Background: an optimization exercise with open tools, aiming at small area, a short achievable clock period and few clock cycles per item. Do not read the settings as production practice.
RTL that was checked went through simulation tests only; none was proved equivalent to the original.
Power is estimated from default activity; no workload was simulated.

## job 6926
## html_markup_tokenizer_unit
module html_markup_tokenizer_unit (
  input  logic        clk,
  input  logic        rst,
  input  logic        byte_valid,
  output logic        byte_stall,
  input  logic [8:0]  byte_item,    
  output logic        event_valid,
  input  logic        event_stall,
  output logic [13:0] event_item    
);
  localparam logic [4:0] S_DATA     = 5'd0;
  localparam logic [4:0] S_TAG_OPEN = 5'd1;
  localparam logic [4:0] S_TAG_NAME = 5'd2;
  localparam logic [4:0] S_END_OPEN = 5'd3;
  localparam logic [4:0] S_SELF_CL  = 5'd4;
  localparam logic [4:0] S_BA       = 5'd5;    
  localparam logic [4:0] S_ANAME    = 5'd6;
  localparam logic [4:0] S_AA       = 5'd7;    
  localparam logic [4:0] S_BAV      = 5'd8;    
  localparam logic [4:0] S_VDQ      = 5'd9;
  localparam logic [4:0] S_VSQ      = 5'd10;
  localparam logic [4:0] S_VUNQ     = 5'd11;
  localparam logic [4:0] S_AV       = 5'd12;   
  localparam logic [4:0] S_MARKUP   = 5'd13;
  localparam logic [4:0] S_COMMENT  = 5'd14;
  localparam logic [4:0] S_DOCTYPE  = 5'd15;
  localparam logic [4:0] S_R_FIN0   = 5'd16;   
  localparam logic [4:0] S_R_FIN1   = 5'd17;   
  localparam logic [4:0] S_R_ANAME  = 5'd18;   
  localparam logic [4:0] S_R_FLUSH  = 5'd19;   
  localparam logic [4:0] S_R_DASH   = 5'd20;   
  localparam logic [4:0] S_R_HELD   = 5'd21;   
  localparam logic [4:0] S_C_TAG     = 5'd24;  
  localparam logic [4:0] S_C_MARKUP  = 5'd25;  
  localparam logic [4:0] S_C_FLUSH   = 5'd26;
  localparam logic [4:0] S_C_DATA    = 5'd27;  
  localparam logic [4:0] S_C_COMMENT = 5'd28;  
  localparam logic [4:0] S_C_DOCTYPE = 5'd29;  
  logic [4:0] st;
  logic       tp;           
  logic       anp, avp;     
  logic [2:0] mc;           
  logic       md;           
  logic [5:0] mu;           
  logic [1:0] dash;         
  logic [3:0] hc;           
  logic [7:0][2:0] hs;      
  logic       started;      
  logic       ir_v, sk_v;
  logic [7:0] x, sk;
  logic       xl, skl;
  logic       out_free, go, consume;
  assign byte_stall = sk_v;
  ...
Settings: LEC_CHECK=0, CAP_MARGIN=20, CORE_MARGIN=2, CORE_UTILIZATION=40, CTS_BUF_LIST=sky130_fd_sc_hd__clkbuf_8, PLACE_DENSITY=0.75, SETUP_SLACK_MARGIN=5, SLEW_MARGIN=20; clock period 11.5 ns.
standard.sh (not shown) runs the stock make flow with config.mk's settings and CLKGATE_MAP_FILE= SYNTH_SCRIPT=/design/flow/synth_recipe.tcl, a recipe that flattens the netlist after the stock synthesis.
==> flow/flow/run.sh <==
#!/bin/bash
set -euo pipefail
here=$PWD
sed "s|\$::env(SCRIPTS_DIR)/synth.tcl|$here/synth_custom.tcl|" synth_recipe.tcl > synth_recipe_custom.tcl
sed "s|^  log_cmd abc {\*}\$abc_args|  set abc_args [lreplace \$abc_args 1 1 $here/flow/area.abc]\n  log_cmd abc {*}\$abc_args|" \
  "$FLOW_HOME/scripts/synth.tcl" > synth_custom.tcl
grep -q "flow/area.abc" synth_custom.tcl
grep -q "synth_custom.tcl" synth_recipe_custom.tcl
bash standard.sh SYNTH_SCRIPT="$here/synth_recipe_custom.tcl" SETUP_SLACK_MARGIN=7.5 \
  "BUFFER_PORTS_ARGS=-buffer_cell sky130_fd_sc_hd__buf_2" finish > standard.log 2>&1
==> flow/flow/area.abc <==
strash
ifraig
scorr
dc2
strash
&get -n
&st
&syn4
&dch -f
&nf -R 1000
&put
Testbench counts of job 6926, summed over its fixed seeds: cycles 35,554, events 31,895.
The following lists how job 9345 was set up differently from job 6926:
- clearing PLACE_DENSITY, which used to be 0.75
Notes after the runs:
Minimum setup slack after placement down 0.18 ns in job 9345 wrt job 6926. Per the comparison of job 9345 with job 6926, global routing usage on met2 now sits higher, core utilization now sits higher, routed wire length on met3 now sits lower. Total power up 1.3% in job 9345 wrt job 6926. The final cell count was comparable across job 9345 and job 6926. In the reports for job 9345 and job 6926, the larger minimum setup slack in the final design belongs to job 9345. Final net count: job 9345 vs job 6926, no meaningful difference. Summary of the comparison: number of cell instances on the worst register-to-register path is lower in job 9345, relative to job 6926. Sort job 9345 and job 6926 by slew at the pin closest to its max-slew limit, descending, and job 6926 comes first. Post-cts sizing count (higher): job 9345.
[inputs] job 8626 vs job 9345
-- flow/flow/area.abc --
<<< job 9345, line 9
&dch -f
&nf -R 1000
>>> job 8626, line 9
&dch -f
&if -g -K 6
&synch2
&nf -R 1000
[summary]
- Compare job 8626 and job 9345 | total length of routed met3 wires higher: job 8626
- Re power per standard cell area: job 9345 was lower than job 8626.
- Share of cells above drive strength 1 in job 8626 is 1.0 points lower than in job 9345
- Diff job 9345 -> job 8626: mux cell area share after synthesis stayed essentially flat; non-filler instance count after layout rose by 1.9%; post-synthesis to final-layout area growth fell by 0.31 points.
- Number of synthesized register bits across job 8626 and job 9345: no real change.
Setup changes, job 8626 to job 5766
==> flow/flow/area.abc <==
strash
ifraig
scorr
dc2
strash
&get -n
&st
&syn4
&dch -f
&nf -R 1000
&put
## What came out
- [job 5766 vs job 8626] post-cts resize count: higher in job 5766
- Summary of the comparison: endpoint required time on the critical path is lower in job 5766, relative to job 8626.
- Job 5766 gives less source-to-sink clock delay at the later pin of the worst-skew pair than job 8626 did.
- Global-route usage ended up 1.3 points lower on job 5766 than on job 8626.
- Between job 8626 and job 5766, the synthesized-area fraction occupied by xor and xnor cells does not differ in any meaningful way.
- Worst setup path startpoint = event_stall: job 8626; worst setup path startpoint = st[0]: job 5766
- Compared with job 8626, job 5766 shows a cell area after layout that is 1.6% lower.
- Re largest fanout on the critical path: job 5766 is 13 up on job 8626.

---

Another version of the RTL of html_markup_tokenizer_unit (not shown whole).
Size: about 820 cells after synthesis, about 85 flip-flops, roughly 6600 µm² of cells after synthesis.
export LEC_CHECK = 0
export CAP_MARGIN = 20
export CORE_MARGIN = 2
export CORE_UTILIZATION = 40
export SETUP_SLACK_MARGIN = 5
export SLEW_MARGIN = 20
create_clock -name core_clock -period 11.5 [get_ports {clk}]
==> flow/flow/run.sh <==
#!/bin/bash
bash standard.sh SETUP_SLACK_MARGIN=8.5 finish > standard.log 2>&1
Change:
==> flow/flow/run.sh (replaced) <==
#!/bin/bash
bash standard.sh SETUP_SLACK_MARGIN=7.5 finish > standard.log 2>&1
The new run passed the timing, design-rule and antenna checks. Register-to-register slack gets worse by 0.66 ns. Total power came out lower by a little under a tenth. Core utilization falls by 9.8 points. Area after synthesis does not change. Final cell count decreases by a little under a tenth. Setup slack gets worse by 0.62 ns. Synthesized cell count stays the same.
Change:
==> flow/run.sh (new file) <==
#!/bin/bash
# synth_recipe.tcl (not shown) runs the flow's synth.tcl, then flattens the netlist and writes it again
# the make line also repeats each setting of config.mk as NAME=value (left out here)
make -C /OpenROAD-flow-scripts/flow DESIGN_CONFIG=/design/flow/config.mk WORK_HOME=/design/flow/orfs CLKGATE_MAP_FILE= SYNTH_SCRIPT=/design/flow/synth_recipe.tcl finish
removed: flow/flow/run.sh
removed: flow/standard.sh
=>
- routed wire length increases by 2.9%
- first-iteration DRC count goes down by 5.5%
- utilization decreases by 0.85 points
- synthesized area is unchanged
- sequential share of layout area is higher by 0.56 points
- die area is unchanged
No functional check of the RTL was part of any run of this note.

---

exp/harbor:
RTL: one of the versions met above, not the one the previous note started from.
Size: about 690 cells after synthesis, roughly 84 flip-flops, about 29 I/O pins.
==> flow/design.v (excerpt) <==
module html_markup_tokenizer_unit (
  input  logic        clk,
  input  logic        rst,
  input  logic        byte_valid,
  output logic        byte_stall,
  input  logic [8:0]  byte_item,    
  output logic        event_valid,
  input  logic        event_stall,
  output logic [13:0] event_item    
);
==> flow/config.mk <==
export PLATFORM = sky130hd
export DESIGN_NAME = html_markup_tokenizer_unit
export DESIGN_NICKNAME = html_markup_tokenizer_unit
export VERILOG_FILES = /design/flow/design.v
export SDC_FILE = /design/flow/constraint.sdc
export NUM_CORES = 4
export LEC_CHECK = 0
export CAP_MARGIN = 20
export CORE_MARGIN = 2
export CORE_UTILIZATION = 40
export CTS_BUF_LIST = sky130_fd_sc_hd__clkbuf_8
export SETUP_SLACK_MARGIN = 5
export SLEW_MARGIN = 20
==> flow/constraint.sdc <==
create_clock -name core_clock -period 11.5 [get_ports {clk}]
set_input_delay 2.3000 -clock core_clock [delete_from_list [all_inputs] [get_ports {clk}]]
set_output_delay 2.3000 -clock core_clock [all_outputs]
set_load 0.01 [all_outputs]
==> flow/flow/run.sh <==
#!/bin/bash
set -euo pipefail
here=$PWD
sed "s|\$::env(SCRIPTS_DIR)/synth.tcl|$here/synth_custom.tcl|" synth_recipe.tcl > synth_recipe_custom.tcl
sed "s|^  log_cmd abc {\*}\$abc_args|  set abc_args [lreplace \$abc_args 1 1 $here/flow/area.abc]\n  log_cmd abc {*}\$abc_args|" \
  "$FLOW_HOME/scripts/synth.tcl" > synth_custom.tcl
grep -q "flow/area.abc" synth_custom.tcl
grep -q "synth_custom.tcl" synth_recipe_custom.tcl
bash standard.sh SYNTH_SCRIPT="$here/synth_recipe_custom.tcl" SETUP_SLACK_MARGIN=7.5 \
  "BUFFER_PORTS_ARGS=-buffer_cell sky130_fd_sc_hd__buf_1" finish > standard.log 2>&1
==> flow/flow/area.abc <==
strash
ifraig
scorr
dc2
strash
&get -n
&st
&syn4
&dch -f
&nf -R 1000
&put
exp/harbor closes out successfully: all stages finished, all timing, DRC and antenna checks passed.
Testbench counts of exp/harbor, summed over its fixed seeds: cycles 35,554, events 31,895.
Input-level comparison between exp/cedar and exp/harbor:
# exp/harbor
export LEC_CHECK = 0
export CAP_MARGIN = 20
export CORE_MARGIN = 2
export CORE_UTILIZATION = 40
export CTS_BUF_LIST = sky130_fd_sc_hd__clkbuf_8
export SETUP_SLACK_MARGIN = 5
export SLEW_MARGIN = 20
create_clock -name core_clock -period 11.5 [get_ports {clk}]
# exp/cedar
export LEC_CHECK = 0
export CAP_MARGIN = 20
export CORE_MARGIN = 2
export CORE_UTILIZATION = 40
export CTS_BUF_LIST = sky130_fd_sc_hd__clkbuf_8
export CTS_CLUSTER_SIZE = 30
export SETUP_SLACK_MARGIN = 5
export SLEW_MARGIN = 20
create_clock -name core_clock -period 11.5 [get_ports {clk}]
-- flow/flow/run.sh --
<<< exp/harbor, line 8
grep -q "synth_custom.tcl" synth_recipe_custom.tcl
bash standard.sh SYNTH_SCRIPT="$here/synth_recipe_custom.tcl" SETUP_SLACK_MARGIN=7.5 \
  "BUFFER_PORTS_ARGS=-buffer_cell sky130_fd_sc_hd__buf_1" finish > standard.log 2>&1
>>> exp/cedar, line 8
grep -q "synth_custom.tcl" synth_recipe_custom.tcl
bash standard.sh SYNTH_SCRIPT="$here/synth_recipe_custom.tcl" SETUP_SLACK_MARGIN=7.5 \
  "BUFFER_PORTS_ARGS=-buffer_cell sky130_fd_sc_hd__buf_2" finish > standard.log 2>&1
Per the final summary, exp/cedar finished and its layout is clean on timing, DRC and antenna. The maximum vdd ir drop in exp/cedar sits about 8% below the value recorded for exp/harbor. exp/harbor → exp/cedar: endpoint required time on the critical path fell 170 ps, worst-skew pair later-pin latency saw little to no change. Via count | exp/cedar below exp/harbor. Routed wire in exp/cedar totals less than in exp/harbor. Summary of the comparison: final clock period utilization by the worst path is lower in exp/cedar, relative to exp/harbor. Compared with exp/harbor, exp/cedar is the less power-hungry design. Compared with exp/harbor, exp/cedar shows a worst slack after detailed placement that is 130 ps lower. Looking at final setup slack of the worst path, exp/cedar sits above exp/harbor. Power share of the clock group (higher): exp/harbor. Against exp/harbor, exp/cedar comes in 29 higher on number of global-route vias before repair.
Relative to exp/cedar, the following input files were edited for exp/zinc:
# exp/cedar
export LEC_CHECK = 0
export CAP_MARGIN = 20
export CORE_MARGIN = 2
export CORE_UTILIZATION = 40
export CTS_BUF_LIST = sky130_fd_sc_hd__clkbuf_8
export CTS_CLUSTER_SIZE = 30
export SETUP_SLACK_MARGIN = 5
export SLEW_MARGIN = 20
create_clock -name core_clock -period 11.5 [get_ports {clk}]
# exp/zinc
export LEC_CHECK = 0
export CAP_MARGIN = 20
export CORE_MARGIN = 2
export CORE_UTILIZATION = 40
export CTS_BUF_LIST = sky130_fd_sc_hd__clkbuf_8
export SETUP_SLACK_MARGIN = 5
export SLEW_MARGIN = 20
create_clock -name core_clock -period 11.5 [get_ports {clk}]
-- flow/flow/run.sh --
<<< exp/cedar, line 7
grep -q "flow/area.abc" synth_custom.tcl
grep -q "synth_custom.tcl" synth_recipe_custom.tcl
bash standard.sh SYNTH_SCRIPT="$here/synth_recipe_custom.tcl" SETUP_SLACK_MARGIN=7.5 \
  "BUFFER_PORTS_ARGS=-buffer_cell sky130_fd_sc_hd__buf_2" finish > standard.log 2>&1
>>> exp/zinc, line 7
grep -q "flow/area.abc" synth_custom.tcl
grep -q "synth_custom.tcl" synth_recipe_custom.tcl
bash standard.sh SYNTH_SCRIPT="$here/synth_recipe_custom.tcl" SETUP_SLACK_MARGIN=7.25 \
  "BUFFER_PORTS_ARGS=-buffer_cell sky130_fd_sc_hd__buf_2" finish > standard.log 2>&1
==> run notes <==
exp/zinc finished end to end and its layout was clean on timing, DRC and antenna. Share of the final layout cell area in multi-input gates essentially unchanged between exp/cedar and exp/zinc. Comparing exp/zinc with exp/cedar, the met1 track demand over resource came out essentially unchanged. exp/zinc vs. exp/cedar: post-route standard cell area excluding fillers went down by 1.0%; routed length on met1 was more or less identical. Taking exp/cedar as the reference, in exp/zinc fraction of area in clock buffers and inverters held, sequential share of layout area up 0.33 points, total wire length after detailed routing went down, ratio of final minimum period to clock period now larger, part of the total power dissipated in sequential elements has increased. On power, exp/cedar loses to exp/zinc. Worst setup slack (higher): exp/cedar.
The inputs of exp/xenon differ from those of exp/zinc as listed below.
-- flow/flow/run.sh --
<<< exp/zinc, line 7
grep -q "flow/area.abc" synth_custom.tcl
grep -q "synth_custom.tcl" synth_recipe_custom.tcl
bash standard.sh SYNTH_SCRIPT="$here/synth_recipe_custom.tcl" SETUP_SLACK_MARGIN=7.25 \
  "BUFFER_PORTS_ARGS=-buffer_cell sky130_fd_sc_hd__buf_2" finish > standard.log 2>&1
>>> exp/xenon, line 7
grep -q "flow/area.abc" synth_custom.tcl
grep -q "synth_custom.tcl" synth_recipe_custom.tcl
bash standard.sh SYNTH_SCRIPT="$here/synth_recipe_custom.tcl" SETUP_SLACK_MARGIN=8.0 \
  "BUFFER_PORTS_ARGS=-buffer_cell sky130_fd_sc_hd__buf_2" finish > standard.log 2>&1
==> run notes <==
exp/xenon finished every step from synthesis to the final layout, and the layout passed the timing, design-rule and antenna checks.
met1 layer wirelength in the final routing for exp/xenon: 4.7% up relative to exp/zinc
Post-CTS repair timing setup buffer count: exp/xenon higher than exp/zinc
Going from exp/zinc to exp/xenon, fmax grows by 25 MHz.
exp/xenon vs. exp/zinc: area overhead of the layout relative to synthesis went up by 10 points.
When exp/xenon is set beside exp/zinc, its overall routed net length turns out to be 9.4% larger.
Of exp/zinc and exp/xenon, the run reporting the higher met1 track utilization from global routing was exp/xenon.
Final worst hold slack: exp/xenon vs exp/zinc — no meaningful difference
Taking exp/zinc as the reference point, the worst setup margin of exp/xenon rises by 370 ps.
Share of cell area taken by flip-flops and latches for exp/xenon: 2.7 points down relative to exp/zinc
## Diff of input files: exp/quartz against exp/xenon
-- flow/flow/run.sh --
<<< exp/xenon, line 7
grep -q "flow/area.abc" synth_custom.tcl
grep -q "synth_custom.tcl" synth_recipe_custom.tcl
bash standard.sh SYNTH_SCRIPT="$here/synth_recipe_custom.tcl" SETUP_SLACK_MARGIN=8.0 \
  "BUFFER_PORTS_ARGS=-buffer_cell sky130_fd_sc_hd__buf_2" finish > standard.log 2>&1
>>> exp/quartz, line 7
grep -q "flow/area.abc" synth_custom.tcl
grep -q "synth_custom.tcl" synth_recipe_custom.tcl
bash standard.sh SYNTH_SCRIPT="$here/synth_recipe_custom.tcl" SETUP_SLACK_MARGIN=7.75 \
  "BUFFER_PORTS_ARGS=-buffer_cell sky130_fd_sc_hd__buf_2" finish > standard.log 2>&1
Results
- Result for exp/quartz and exp/xenon: all clean
- Compare exp/quartz and exp/xenon | count of cell instances traversed by the critical path higher: exp/quartz
- Taking exp/xenon as the reference, in exp/quartz fraction of power consumed by combinational cells has decreased, average wire per cell in the routed design fell by about 0.8%.

==> port drivers added, routing unchanged <==
The flow's constraints put no driver on any port. The routed layouts listed below were extracted and timed again, unchanged, in two steps.
Step 1 sets driving cells, clkbuf_16 on the clock port and buf_2 on the other inputs (assumed; they add their load-dependent delay and slew).
Step 2 times the ports against the registers' clock, not the clock port: input delays grow and output delays shrink by t, the midpoint of the rising clock arrivals with the driver on.
a / b / c = ideal / step 1 / step 2; a / b = the first two.
| run | t, ns | slack for setup (ns) | latest minus earliest clock arrival (ns) |
|---|---|---|---|
| job 6926 | 0.406 | 7.608 / 7.608 / 7.230 | 0.016 / 0.017 |
| job 9345 | 0.411 | 7.687 / 7.687 / 7.432 | 0.015 / 0.015 |
| job 8626 | 0.430 | 7.621 / 7.635 / 7.208 | 0.028 / 0.029 |
| job 5766 | 0.411 | 7.687 / 7.687 / 7.432 | 0.015 / 0.015 |
| the first run of note 2 | 0.391 | 8.195 / 8.194 / 7.804 | 0.015 / 0.015 |
| the second run of note 2 | 0.399 | 7.577 / 7.579 / 7.194 | 0.012 / 0.012 |
| the third run of note 2 | 0.405 | 6.490 / 6.507 / 6.101 | 0.009 / 0.009 |
| exp/harbor | 0.413 | 7.508 / 7.508 / 7.460 | 0.012 / 0.012 |
| exp/cedar | 0.411 | 7.687 / 7.687 / 7.432 | 0.015 / 0.015 |
| exp/zinc | 0.413 | 7.460 / 7.460 / 7.433 | 0.016 / 0.015 |
| exp/xenon | 0.426 | 7.827 / 7.827 / 7.452 | 0.021 / 0.021 |
| exp/quartz | 0.428 | 7.804 / 7.804 / 7.461 | 0.026 / 0.026 |
After both steps every run listed still meets setup and hold. The setup slack of job 8626, which loses most, moves by +0.014 ns with the drivers and by -0.413 ns with both steps.
